Context: an optimization exercise on an open-source flow, tuned for small area. The choices shown serve that exercise and are no tape-out recipe. Where RTL was checked, it was by simulation tests only, not by an equivalence proof against the original. Power is estimated from default activity; no workload was simulated.

==> branch ember: inputs <==
==> flow/design.v <==
package rc_pkg;
  localparam logic [1:0] S_IDLE = 2'd0;
  localparam logic [1:0] S_RUN  = 2'd1;
  localparam logic [1:0] S_DONE = 2'd2;
  localparam logic [1:0] S_TOUT = 2'd3;
  localparam int GROUPS = 10;
  localparam int PK_W   = 5 * GROUPS + 4;
endpackage
module result_table
#(
  parameter int DATA_W = 32,
  parameter int DEPTH  = 32,
  parameter int AW     = 5
) (
  input  logic              clk,
  input  logic              we,
  input  logic [AW-1:0]     waddr,
  input  logic [DATA_W-1:0] wmask,
  input  logic [DATA_W-1:0] wdata,
  input  logic [AW-1:0]     raddr,
  input  logic [DATA_W-1:0] res,
  output logic              mismatch
);
  localparam int PW = rc_pkg::PK_W;
  localparam int G  = rc_pkg::GROUPS;
  function automatic logic [4:0] enc3(input logic [2:0] m, input logic [2:0] d);
    logic [1:0] e;
    logic [2:0] x;
    x = d;
    case (m)
      3'b111: e = 2'd0;
      3'b110: begin e = 2'd3; x[0] = 1'b0; end
      3'b101: begin e = 2'd2; x[1] = 1'b0; end
      3'b011: begin e = 2'd1; x[2] = 1'b0; end
      3'b100: begin e = 2'd2; x[0] = 1'b0; x[1] = 1'b1; end
      3'b010: begin e = 2'd3; x[0] = 1'b1; x[2] = 1'b0; end
      3'b001: begin e = 2'd1; x[1] = 1'b0; x[2] = 1'b1; end
      default: begin e = 2'd2; x = 3'b011; end
    endcase
    enc3 = {e, x};
  endfunction
  function automatic logic [2:0] ign3(input logic [4:0] c);
    logic [1:0] e;
    logic [2:0] x;
    {e, x} = c;
    case (e)
      2'd0: ign3 = 3'b000;
      2'd1: ign3 = x[2] ? 3'b110 : 3'b100;
      2'd2: ign3 = !x[1] ? 3'b010 : (x[0] ? 3'b111 : 3'b011);
      default: ign3 = !x[0] ? 3'b001 : 3'b101;
    endcase
  endfunction
  logic [PW-1:0] wpk;
  always_comb begin
    for (int g = 0; g < G; g++)
      wpk[5*g +: 5] = enc3(wmask[3*g +: 3], wdata[3*g +: 3]);
    wpk[PW-1 -: 4] = {wmask[31:30], wdata[31:30]};
  end
  logic [DEPTH-1:0] wsel, rsel;
  always_comb begin
    for (int k = 0; k < DEPTH; k++) begin
      wsel[k] = we && (waddr == AW'(k));
      rsel[k] = (raddr == AW'(k));
    end
  end
  logic [PW-1:0] rows [DEPTH];
  logic [PW-1:0] rpk;
  for (genvar k = 0; k < DEPTH; k++) begin : g_row
    logic [PW-1:0] row;
    always_ff @(posedge clk) begin
      if (wsel[k]) row <= wpk;
    end
    assign rows[k] = row;
  end
  always_comb begin
    rpk = '0;
    for (int k = 0; k < DEPTH; k++)
      rpk = rpk | (rows[k] & {PW{rsel[k]}});
  end
  logic [DATA_W-1:0] care, expv;
  always_comb begin
    for (int g = 0; g < G; g++) begin
      care[3*g +: 3] = ~ign3(rpk[5*g +: 5]);
      expv[3*g +: 3] = rpk[5*g +: 3];
    end
    care[31:30] = rpk[PW-1 -: 2];
    expv[31:30] = rpk[PW-3 -: 2];
  end
  assign mismatch = |((res ^ expv) & care);
endmodule
module result_checker
#(
  parameter int DATA_W  = 32,
  parameter int DEPTH   = 32,
  parameter int IDX_W   = $clog2(DEPTH + 1),
  parameter int TIMEOUT = 64
) (
  input  logic              clk,
  input  logic              reset,
  input  logic              exp_we,
  input  logic [IDX_W-1:0]  exp_addr,
  input  logic [DATA_W-1:0] exp_data,
  input  logic [DATA_W-1:0] exp_mask,
  input  logic [IDX_W-1:0]  exp_count,
  input  logic              start,
  input  logic              res_valid,
  input  logic [DATA_W-1:0] res_data,
  output logic              busy,
  output logic              done,
  output logic              timeout,
  output logic              all_pass,
  output logic [IDX_W-1:0]  pass_count,
  output logic [IDX_W-1:0]  fail_count,
  output logic [IDX_W-1:0]  first_fail_idx,
  output logic [DATA_W-1:0] first_fail_data,
  output logic [1:0]        fsm_state
);
  localparam int AW = 5;
  logic [1:0]       state, state_nxt;
  logic [IDX_W-1:0] idx;         
  logic [IDX_W-1:0] fails;
  logic [AW-1:0]    last_idx;    
  logic [5:0]       watchdog;    
  logic [AW-1:0]    ff_idx;
  logic [DATA_W-1:0] ff_data;
  logic             is_run, start_run, take, tick, mismatch, first_fail;
  result_table #(.DATA_W(DATA_W), .DEPTH(DEPTH), .AW(AW)) u_table (
    .clk      (clk),
    .we       (exp_we && !exp_addr[5]),
    .waddr    (exp_addr[AW-1:0]),
    .wmask    (exp_mask),
    .wdata    (exp_data),
    .raddr    (idx[AW-1:0]),
    .res      (res_data),
    .mismatch (mismatch)
  );
  assign is_run     = (state == rc_pkg::S_RUN);
  assign start_run  = start && !is_run;
  assign take       = is_run && res_valid;
  assign tick       = is_run && !res_valid;
  assign first_fail = take && mismatch && (fails == '0);
  always_comb begin
    state_nxt = state;
    if (start_run)
      state_nxt = (exp_count == '0) ? rc_pkg::S_DONE : rc_pkg::S_RUN;
    else if (take && (idx[AW-1:0] == last_idx))
      state_nxt = rc_pkg::S_DONE;
    else if (tick && (watchdog == 6'(TIMEOUT - 1)))
      state_nxt = rc_pkg::S_TOUT;
  end
  always_ff @(posedge clk or negedge reset) begin
    if (!reset) begin
      state <= rc_pkg::S_IDLE;
      idx   <= '0;
      fails <= '0;
    end else begin
      state <= state_nxt;
      if (start_run) begin
        idx   <= '0;
        fails <= '0;
      end else if (take) begin
        idx <= idx + IDX_W'(1);
        if (mismatch) fails <= fails + IDX_W'(1);
      end
    end
  end
  always_ff @(posedge clk) begin
    if (start_run) last_idx <= exp_count[5] ? AW'(DEPTH - 1) : exp_count[AW-1:0] - AW'(1);
    if (start_run || take) watchdog <= '0;
    else if (tick)         watchdog <= watchdog + 6'd1;
    if (first_fail) begin
      ff_idx  <= idx[AW-1:0];
      ff_data <= res_data;
    end
  end
  assign busy            = is_run;
  assign done            = state[1];
  assign timeout         = (state == rc_pkg::S_TOUT);
  assign all_pass        = (state == rc_pkg::S_DONE) && (fails == '0);
  assign fsm_state       = state;
  assign fail_count      = fails;
  assign pass_count      = idx - fails;
  assign first_fail_idx  = {1'b0, ff_idx & {AW{fails != '0}}};
  assign first_fail_data = ff_data & {DATA_W{fails != '0}};
endmodule
==> flow/run.sh <==
#!/bin/bash
# synth_recipe.tcl (not shown) runs the flow's synth.tcl, then flattens the netlist and writes it again
# the make line also repeats each setting of config.mk as NAME=value (left out here)
make -C /OpenROAD-flow-scripts/flow DESIGN_CONFIG=/design/flow/config.mk WORK_HOME=/design/flow/orfs CLKGATE_MAP_FILE= SYNTH_SCRIPT=/design/flow/synth_recipe.tcl finish
==> flow/config.mk <==
export PLATFORM = sky130hd
export DESIGN_NAME = result_checker
export DESIGN_NICKNAME = result_checker
export VERILOG_FILES = /design/flow/design.v
export SDC_FILE = /design/flow/constraint.sdc
export NUM_CORES = 4
export LEC_CHECK = 0
export CAP_MARGIN = 20
export CORE_MARGIN = 2
export CORE_UTILIZATION = 40
export SLEW_MARGIN = 20
==> flow/constraint.sdc <==
create_clock -name core_clock -period 7.0 [get_ports {clk}]
set_input_delay 1.4000 -clock core_clock [delete_from_list [all_inputs] [get_ports {clk}]]
set_output_delay 1.4000 -clock core_clock [all_outputs]
set_load 0.01 [all_outputs]
==> branch zinc: changes against branch ember <==
--- a/flow/design.v
+++ b/flow/design.v
@@ -4,6 +4,7 @@
   localparam logic [1:0] S_DONE = 2'd2;
   localparam logic [1:0] S_TOUT = 2'd3;
-  localparam int GROUPS = 10;
-  localparam int PK_W   = 5 * GROUPS + 4;
+  localparam int G3    = 4;
+  localparam int G5    = 4;
+  localparam int PK_W  = 5 * G3 + 8 * G5;
 endpackage
 module result_table
@@ -23,5 +24,8 @@
 );
   localparam int PW = rc_pkg::PK_W;
-  localparam int G  = rc_pkg::GROUPS;
+  localparam int G3 = rc_pkg::G3;
+  localparam int G5 = rc_pkg::G5;
+  localparam int B5 = 3 * G3;    
+  localparam int P5 = 5 * G3;    
   function automatic logic [4:0] enc3(input logic [2:0] m, input logic [2:0] d);
     logic [1:0] e;
@@ -40,20 +44,25 @@
     enc3 = {e, x};
   endfunction
-  function automatic logic [2:0] ign3(input logic [4:0] c);
-    logic [1:0] e;
-    logic [2:0] x;
-    {e, x} = c;
-    case (e)
-      2'd0: ign3 = 3'b000;
-      2'd1: ign3 = x[2] ? 3'b110 : 3'b100;
-      2'd2: ign3 = !x[1] ? 3'b010 : (x[0] ? 3'b111 : 3'b011);
-      default: ign3 = !x[0] ? 3'b001 : 3'b101;
+  function automatic logic [7:0] enc5(input logic [4:0] m, input logic [4:0] d);
+    logic [4:0] a;
+    logic [2:0] b;
+    a = enc3(m[2:0], d[2:0]);
+    case (m[4:3])
+      2'b11: b = {1'b0, d[4:3]};
+      2'b01: b = {2'b10, d[3]};
+      2'b10: b = {2'b11, d[4]};
+      default: begin
+        b = a[2:0];
+        a = {a[4], 2'b11, !a[4] || a[3], a[4] || a[3]};
+      end
     endcase
+    enc5 = {a, b};
   endfunction
   logic [PW-1:0] wpk;
   always_comb begin
-    for (int g = 0; g < G; g++)
+    for (int g = 0; g < G3; g++)
       wpk[5*g +: 5] = enc3(wmask[3*g +: 3], wdata[3*g +: 3]);
-    wpk[PW-1 -: 4] = {wmask[31:30], wdata[31:30]};
+    for (int g = 0; g < G5; g++)
+      wpk[P5 + 8*g +: 8] = enc5(wmask[B5 + 5*g +: 5], wdata[B5 + 5*g +: 5]);
   end
   logic [DEPTH-1:0] wsel, rsel;
@@ -73,19 +82,65 @@
     assign rows[k] = row;
   end
-  always_comb begin
-    rpk = '0;
-    for (int k = 0; k < DEPTH; k++)
-      rpk = rpk | (rows[k] & {PW{rsel[k]}});
-  end
-  logic [DATA_W-1:0] care, expv;
-  always_comb begin
-    for (int g = 0; g < G; g++) begin
-      care[3*g +: 3] = ~ign3(rpk[5*g +: 5]);
-      expv[3*g +: 3] = rpk[5*g +: 3];
-    end
-    care[31:30] = rpk[PW-1 -: 2];
-    expv[31:30] = rpk[PW-3 -: 2];
-  end
-  assign mismatch = |((res ^ expv) & care);
+  for (genvar b = 0; b < PW; b++) begin : g_rd
+    logic [11:0] y;
+    logic [2:0]  z;
+    for (genvar j = 0; j < 10; j++) begin : g_ao
+      rc_ao222n u_ao (
+        .a1(rsel[3*j]),   .b1(rows[3*j][b]),
+        .a2(rsel[3*j+1]), .b2(rows[3*j+1][b]),
+        .a3(rsel[3*j+2]), .b3(rows[3*j+2][b]),
+        .y (y[j])
+      );
+    end
+    rc_nand2 u_n30 (.a(rsel[30]), .b(rows[30][b]), .y(y[10]));
+    rc_nand2 u_n31 (.a(rsel[31]), .b(rows[31][b]), .y(y[11]));
+    rc_nand4 u_n0 (.a(y[0]), .b(y[1]), .c(y[2]),  .d(y[3]),  .y(z[0]));
+    rc_nand4 u_n1 (.a(y[4]), .b(y[5]), .c(y[6]),  .d(y[7]),  .y(z[1]));
+    rc_nand4 u_n2 (.a(y[8]), .b(y[9]), .c(y[10]), .d(y[11]), .y(z[2]));
+    assign rpk[b] = |z;
+  end
+  logic [G3-1:0] mm3;
+  logic [G5-1:0] mm5;
+  for (genvar g = 0; g < G3; g++) begin : g_c3
+    rc_mm3 u_mm (.c(rpk[5*g +: 5]), .r(res[3*g +: 3]), .mm(mm3[g]));
+  end
+  for (genvar g = 0; g < G5; g++) begin : g_c5
+    logic [4:0] a;
+    logic [2:0] b, es;
+    logic [1:0] r34;
+    logic       spare, mm_a, mm_s, mm_b;
+    assign {a, b} = rpk[P5 + 8*g +: 8];
+    assign r34    = res[B5 + 5*g + 3 +: 2];
+    assign spare  = a[3] && (a[4] ? (a[2] && a[0]) : (a[2] && a[1]));
+    rc_mm3 u_mm_a (.c(a), .r(res[B5 + 5*g +: 3]), .mm(mm_a));
+    rc_mm3 u_mm_s (.c({a[4], a[4] ? a[1] : a[0], b}), .r(res[B5 + 5*g +: 3]), .mm(mm_s));
+    assign mm_b   = (!(b[2] &&  b[1]) && (b[0] ^ r34[0]))
+                  | (!(b[2] && !b[1]) && ((b[2] ? b[0] : b[1]) ^ r34[1]));
+    assign mm5[g] = spare ? mm_s : (mm_a || mm_b);
+  end
+  assign mismatch = |mm3 || |mm5;
+endmodule
+module rc_mm3 (input logic [4:0] c, input logic [2:0] r, output logic mm);
+  logic [1:0] e;
+  logic [2:0] x, ign;
+  assign {e, x} = c;
+  always_comb begin
+    case (e)
+      2'd0: ign = 3'b000;
+      2'd1: ign = x[2] ? 3'b110 : 3'b100;
+      2'd2: ign = !x[1] ? 3'b010 : (x[0] ? 3'b111 : 3'b011);
+      default: ign = !x[0] ? 3'b001 : 3'b101;
+    endcase
+  end
+  assign mm = |((x ^ r) & ~ign);
+endmodule
+module rc_ao222n (input logic a1, b1, a2, b2, a3, b3, output logic y);
+  assign y = ~((a1 & b1) | (a2 & b2) | (a3 & b3));
+endmodule
+module rc_nand4 (input logic a, b, c, d, output logic y);
+  assign y = ~(a & b & c & d);
+endmodule
+module rc_nand2 (input logic a, b, output logic y);
+  assign y = ~(a & b);
 endmodule
 module result_checker
@@ -124,5 +179,5 @@
   logic [AW-1:0]    ff_idx;
   logic [DATA_W-1:0] ff_data;
-  logic             is_run, start_run, take, tick, mismatch, first_fail;
+  logic             is_run, start_run, take, tick, mismatch, no_fail;
   result_table #(.DATA_W(DATA_W), .DEPTH(DEPTH), .AW(AW)) u_table (
     .clk      (clk),
@@ -139,5 +194,5 @@
   assign take       = is_run && res_valid;
   assign tick       = is_run && !res_valid;
-  assign first_fail = take && mismatch && (fails == '0);
+  assign no_fail    = (fails == '0);
   always_comb begin
     state_nxt = state;
@@ -169,5 +224,5 @@
     if (start_run || take) watchdog <= '0;
     else if (tick)         watchdog <= watchdog + 6'd1;
-    if (first_fail) begin
+    if (take && no_fail) begin
       ff_idx  <= idx[AW-1:0];
       ff_data <= res_data;
@@ -177,9 +232,9 @@
   assign done            = state[1];
   assign timeout         = (state == rc_pkg::S_TOUT);
-  assign all_pass        = (state == rc_pkg::S_DONE) && (fails == '0);
+  assign all_pass        = (state == rc_pkg::S_DONE) && no_fail;
   assign fsm_state       = state;
   assign fail_count      = fails;
   assign pass_count      = idx - fails;
-  assign first_fail_idx  = {1'b0, ff_idx & {AW{fails != '0}}};
-  assign first_fail_data = ff_data & {DATA_W{fails != '0}};
-endmodule
+  assign first_fail_idx  = {1'b0, ff_idx & {AW{!no_fail}}};
+  assign first_fail_data = ff_data & {DATA_W{!no_fail}};
+endmodule
==> flow/flow/run.sh (new file) <==
#!/bin/bash
# The standard layout (the standard.sh, unchanged synthesis and steps), with two settings
# passed to ORFS through the environment:
#  - the port buffers that global placement inserts use the smallest buffer, buf_1;
#  - clock tree synthesis clusters up to 28 sinks per clkbuf_16 and adds no dummy loads.
# All of make's output goes to standard.log here; ORFS keeps each step's log under orfs/logs.
set -euo pipefail
cd "$(dirname "${BASH_SOURCE[0]}")/.."
export BUFFER_PORTS_ARGS="-buffer_cell sky130_fd_sc_hd__buf_1"
export CTS_ARGS="-sink_clustering_enable -repair_clock_nets -dont_use_dummy_load -buf_list sky130_fd_sc_hd__clkbuf_16 -sink_clustering_size 28 -sink_clustering_max_diameter 100"
bash standard.sh > standard.log 2>&1
==> flow/standard.sh (new file) <==
#!/bin/bash
# synth_recipe.tcl (not shown) runs the flow's synth.tcl, then flattens the netlist and writes it again
# the make line also repeats each setting of config.mk as NAME=value (left out here)
make -C /OpenROAD-flow-scripts/flow DESIGN_CONFIG=/design/flow/config.mk WORK_HOME=/design/flow/orfs CLKGATE_MAP_FILE= SYNTH_SCRIPT=/design/flow/synth_recipe.tcl "${@:-finish}"
--- a/flow/config.mk
+++ b/flow/config.mk
@@ -10,2 +10,3 @@
 export CORE_UTILIZATION = 40
 export SLEW_MARGIN = 20
+export SYNTH_HIERARCHICAL = 1
removed: flow/run.sh
==> branch maple: changes against branch ember <==
==> flow/design.v, changed modules only <==
module result_table
#(
  parameter int DATA_W = 32,
  parameter int DEPTH  = 32,
  parameter int AW     = 5
) (
  input  logic              clk,
  input  logic              we,
  input  logic [AW-1:0]     waddr,
  input  logic [DATA_W-1:0] wmask,
  input  logic [DATA_W-1:0] wdata,
  input  logic [AW-1:0]     raddr,
  input  logic [DATA_W-1:0] res,
  output logic              mismatch
);
  localparam int PW = rc_pkg::PK_W;
  localparam int G  = rc_pkg::GROUPS;
  function automatic logic [4:0] enc3(input logic [2:0] m, input logic [2:0] d);
    logic [1:0] e;
    logic [2:0] x;
    x = d;
    case (m)
      3'b111: e = 2'd0;
      3'b110: begin e = 2'd3; x[0] = 1'b0; end
      3'b101: begin e = 2'd2; x[1] = 1'b0; end
      3'b011: begin e = 2'd1; x[2] = 1'b0; end
      3'b100: begin e = 2'd2; x[0] = 1'b0; x[1] = 1'b1; end
      3'b010: begin e = 2'd3; x[0] = 1'b1; x[2] = 1'b0; end
      3'b001: begin e = 2'd1; x[1] = 1'b0; x[2] = 1'b1; end
      default: begin e = 2'd2; x = 3'b011; end
    endcase
    enc3 = {e, x};
  endfunction
  function automatic logic [2:0] ign3(input logic [4:0] c);
    logic [1:0] e;
    logic [2:0] x;
    {e, x} = c;
    case (e)
      2'd0: ign3 = 3'b000;
      2'd1: ign3 = x[2] ? 3'b110 : 3'b100;
      2'd2: ign3 = !x[1] ? 3'b010 : (x[0] ? 3'b111 : 3'b011);
      default: ign3 = !x[0] ? 3'b001 : 3'b101;
    endcase
  endfunction
  logic [PW-1:0] wpk;
  always_comb begin
    for (int g = 0; g < G; g++)
      wpk[5*g +: 5] = enc3(wmask[3*g +: 3], wdata[3*g +: 3]);
    wpk[PW-1 -: 4] = {wmask[31:30], wdata[31:30]};
  end
  logic [DEPTH-1:0] wsel, rsel;
  always_comb begin
    for (int k = 0; k < DEPTH; k++) begin
      wsel[k] = we && (waddr == AW'(k));
      rsel[k] = (raddr == AW'(k));
    end
  end
  logic [PW-1:0] rows [DEPTH];
  logic [PW-1:0] rpk;
  for (genvar k = 0; k < DEPTH; k++) begin : g_row
    logic [PW-1:0] row;
    always_ff @(posedge clk) begin
      if (wsel[k]) row <= wpk;
    end
    assign rows[k] = row;
  end
  for (genvar b = 0; b < PW; b++) begin : g_rd
    logic [11:0] y;
    logic [2:0]  z;
    for (genvar j = 0; j < 10; j++) begin : g_ao
      rc_ao222n u_ao (
        .a1(rsel[3*j]),   .b1(rows[3*j][b]),
        .a2(rsel[3*j+1]), .b2(rows[3*j+1][b]),
        .a3(rsel[3*j+2]), .b3(rows[3*j+2][b]),
        .y (y[j])
      );
    end
    rc_nand2 u_n30 (.a(rsel[30]), .b(rows[30][b]), .y(y[10]));
    rc_nand2 u_n31 (.a(rsel[31]), .b(rows[31][b]), .y(y[11]));
    rc_nand4 u_n0 (.a(y[0]), .b(y[1]), .c(y[2]),  .d(y[3]),  .y(z[0]));
    rc_nand4 u_n1 (.a(y[4]), .b(y[5]), .c(y[6]),  .d(y[7]),  .y(z[1]));
    rc_nand4 u_n2 (.a(y[8]), .b(y[9]), .c(y[10]), .d(y[11]), .y(z[2]));
    assign rpk[b] = |z;
  end
  logic [DATA_W-1:0] care, expv;
  always_comb begin
    for (int g = 0; g < G; g++) begin
      care[3*g +: 3] = ~ign3(rpk[5*g +: 5]);
      expv[3*g +: 3] = rpk[5*g +: 3];
    end
    care[31:30] = rpk[PW-1 -: 2];
    expv[31:30] = rpk[PW-3 -: 2];
  end
  assign mismatch = |((res ^ expv) & care);
endmodule
module rc_ao222n (input logic a1, b1, a2, b2, a3, b3, output logic y);
  assign y = ~((a1 & b1) | (a2 & b2) | (a3 & b3));
endmodule
module rc_nand4 (input logic a, b, c, d, output logic y);
  assign y = ~(a & b & c & d);
endmodule
module rc_nand2 (input logic a, b, output logic y);
  assign y = ~(a & b);
endmodule
module result_checker
#(
  parameter int DATA_W  = 32,
  parameter int DEPTH   = 32,
  parameter int IDX_W   = $clog2(DEPTH + 1),
  parameter int TIMEOUT = 64
) (
  input  logic              clk,
  input  logic              reset,
  input  logic              exp_we,
  input  logic [IDX_W-1:0]  exp_addr,
  input  logic [DATA_W-1:0] exp_data,
  input  logic [DATA_W-1:0] exp_mask,
  input  logic [IDX_W-1:0]  exp_count,
  input  logic              start,
  input  logic              res_valid,
  input  logic [DATA_W-1:0] res_data,
  output logic              busy,
  output logic              done,
  output logic              timeout,
  output logic              all_pass,
  output logic [IDX_W-1:0]  pass_count,
  output logic [IDX_W-1:0]  fail_count,
  output logic [IDX_W-1:0]  first_fail_idx,
  output logic [DATA_W-1:0] first_fail_data,
  output logic [1:0]        fsm_state
);
  localparam int AW = 5;
  logic [1:0]       state, state_nxt;
  logic [IDX_W-1:0] idx;         
  logic [IDX_W-1:0] fails;
  logic [AW-1:0]    last_idx;    
  logic [5:0]       watchdog;    
  logic [AW-1:0]    ff_idx;
  logic [DATA_W-1:0] ff_data;
  logic             is_run, start_run, take, tick, mismatch, no_fail;
  result_table #(.DATA_W(DATA_W), .DEPTH(DEPTH), .AW(AW)) u_table (
    .clk      (clk),
    .we       (exp_we && !exp_addr[5]),
    .waddr    (exp_addr[AW-1:0]),
    .wmask    (exp_mask),
    .wdata    (exp_data),
    .raddr    (idx[AW-1:0]),
    .res      (res_data),
    .mismatch (mismatch)
  );
  assign is_run     = (state == rc_pkg::S_RUN);
  assign start_run  = start && !is_run;
  assign take       = is_run && res_valid;
  assign tick       = is_run && !res_valid;
  assign no_fail    = (fails == '0);
  always_comb begin
    state_nxt = state;
    if (start_run)
      state_nxt = (exp_count == '0) ? rc_pkg::S_DONE : rc_pkg::S_RUN;
    else if (take && (idx[AW-1:0] == last_idx))
      state_nxt = rc_pkg::S_DONE;
    else if (tick && (watchdog == 6'(TIMEOUT - 1)))
      state_nxt = rc_pkg::S_TOUT;
  end
  always_ff @(posedge clk or negedge reset) begin
    if (!reset) begin
      state <= rc_pkg::S_IDLE;
      idx   <= '0;
      fails <= '0;
    end else begin
      state <= state_nxt;
      if (start_run) begin
        idx   <= '0;
        fails <= '0;
      end else if (take) begin
        idx <= idx + IDX_W'(1);
        if (mismatch) fails <= fails + IDX_W'(1);
      end
    end
  end
  always_ff @(posedge clk) begin
    if (start_run) last_idx <= exp_count[5] ? AW'(DEPTH - 1) : exp_count[AW-1:0] - AW'(1);
    if (start_run || take) watchdog <= '0;
    else if (tick)         watchdog <= watchdog + 6'd1;
    if (take && no_fail) begin
      ff_idx  <= idx[AW-1:0];
      ff_data <= res_data;
    end
  end
  assign busy            = is_run;
  assign done            = state[1];
  assign timeout         = (state == rc_pkg::S_TOUT);
  assign all_pass        = (state == rc_pkg::S_DONE) && no_fail;
  assign fsm_state       = state;
  assign fail_count      = fails;
  assign pass_count      = idx - fails;
  assign first_fail_idx  = {1'b0, ff_idx & {AW{!no_fail}}};
  assign first_fail_data = ff_data & {DATA_W{!no_fail}};
endmodule
--- a/flow/config.mk
+++ b/flow/config.mk
@@ -9,3 +9,7 @@
 export CORE_MARGIN = 2
 export CORE_UTILIZATION = 40
+export CTS_BUF_LIST = sky130_fd_sc_hd__clkbuf_16
+export CTS_CLUSTER_DIAMETER = 100
+export CTS_CLUSTER_SIZE = 28
 export SLEW_MARGIN = 20
+export SYNTH_HIERARCHICAL = 1
==> qor summary <==
quantity                                                                                           branch maple              branch zinc             branch ember
Run status                                                                              complete, no violations  complete, no violations  complete, no violations
Count of plain and timing-repair buffers                                                                    327                      321                      411
Logic gate share of total power                                                                           0.137                    0.142                    0.162
Footprint of the multi-input gates                                                                   0.0105 mm2               0.0111 mm2               0.0157 mm2
Fraction of final layout cells sized beyond drive strength 1                                              0.104                   0.0982                    0.170
GR Util All Layers                                                                                        0.222                    0.224                    0.310
Initial cell density of the core                                                                          0.402                    0.401                    0.403
Met3 wire length                                                                                        21.7 mm                  20.4 mm                  42.8 mm
Register share of the cell area                                                                           0.743                    0.744                    0.653
Number of design-rule violations left by the first detailed-router iteration                               7011                     6939                    10026
Number of cells in the design after placement                                                              5534                     5558                     6516
Sequential power                                                                                        12.1 mW                  11.7 mW                  12.1 mW
Global routing usage on met3                                                                             0.0520                   0.0481                   0.0977
Maximum level of the CTS H-tree                                                                               3                        3                        4
Final nets                                                                                                 3667                     3717                     4502
Initial DRT Pass Iterations                                                                                  10                        7                       14
Tap Cells                                                                                                  2072                     2058                     2325
Post-synthesis share of cell area spent on full adders, half adders and majority gates                  0.00248                  0.00573                  0.00296
Minimum setup slack after placement                                                                     1400 ps                   699 ps                   885 ps
Register bit total from synthesis                                                                          1790                     1726                     1790
WP data required                                                                                        7620 ps                  7550 ps                  7540 ps
Total clock network power                                                                               5.26 mW                  4.86 mW                  9.54 mW
Unique masters post-synth                                                                                    58                       54                       93
Global-route wire length before repair                                                                   259 mm                   254 mm                   376 mm
Chip height                                                                                              403 um                   399 um                   423 um
Switch Pwr                                                                                              5.05 mW                  4.93 mW                  7.19 mW
Function not checked in branch ember: the RTL went through the layout flow alone.

-- port drivers added, routing unchanged --
The flow's constraints put no driver on any port. The routed layouts listed below were extracted and timed again, unchanged, in two steps.
Step 1: set_driving_cell puts a clkbuf_16 on clk and a buf_2 on each other input, an assumption about the parent block.
Step 2, shift: input delay + t, output delay - t, t = (earliest + latest rising clock arrival at the registers) / 2. This alone moves slack from input paths to output paths.
Three values: ideal ports, drivers, drivers and shift; two values: the first two.
| run | t, ns | setup WS [ns] | slew at the worst register clock pin (ns) | pins driven straight from the clock port |
|---|---|---|---|---|
| branch ember | 0.910 | 0.584 / 0.584 / 0.584 | 0.07 / 0.07 | 1 |
| branch zinc | 0.756 | 0.443 / 0.443 / 0.443 | 0.11 / 0.11 | 1 |
| branch maple | 0.812 | 1.209 / 1.209 / 1.209 | 0.11 / 0.11 | 1 |
After both steps setup and hold are still met in every run listed.
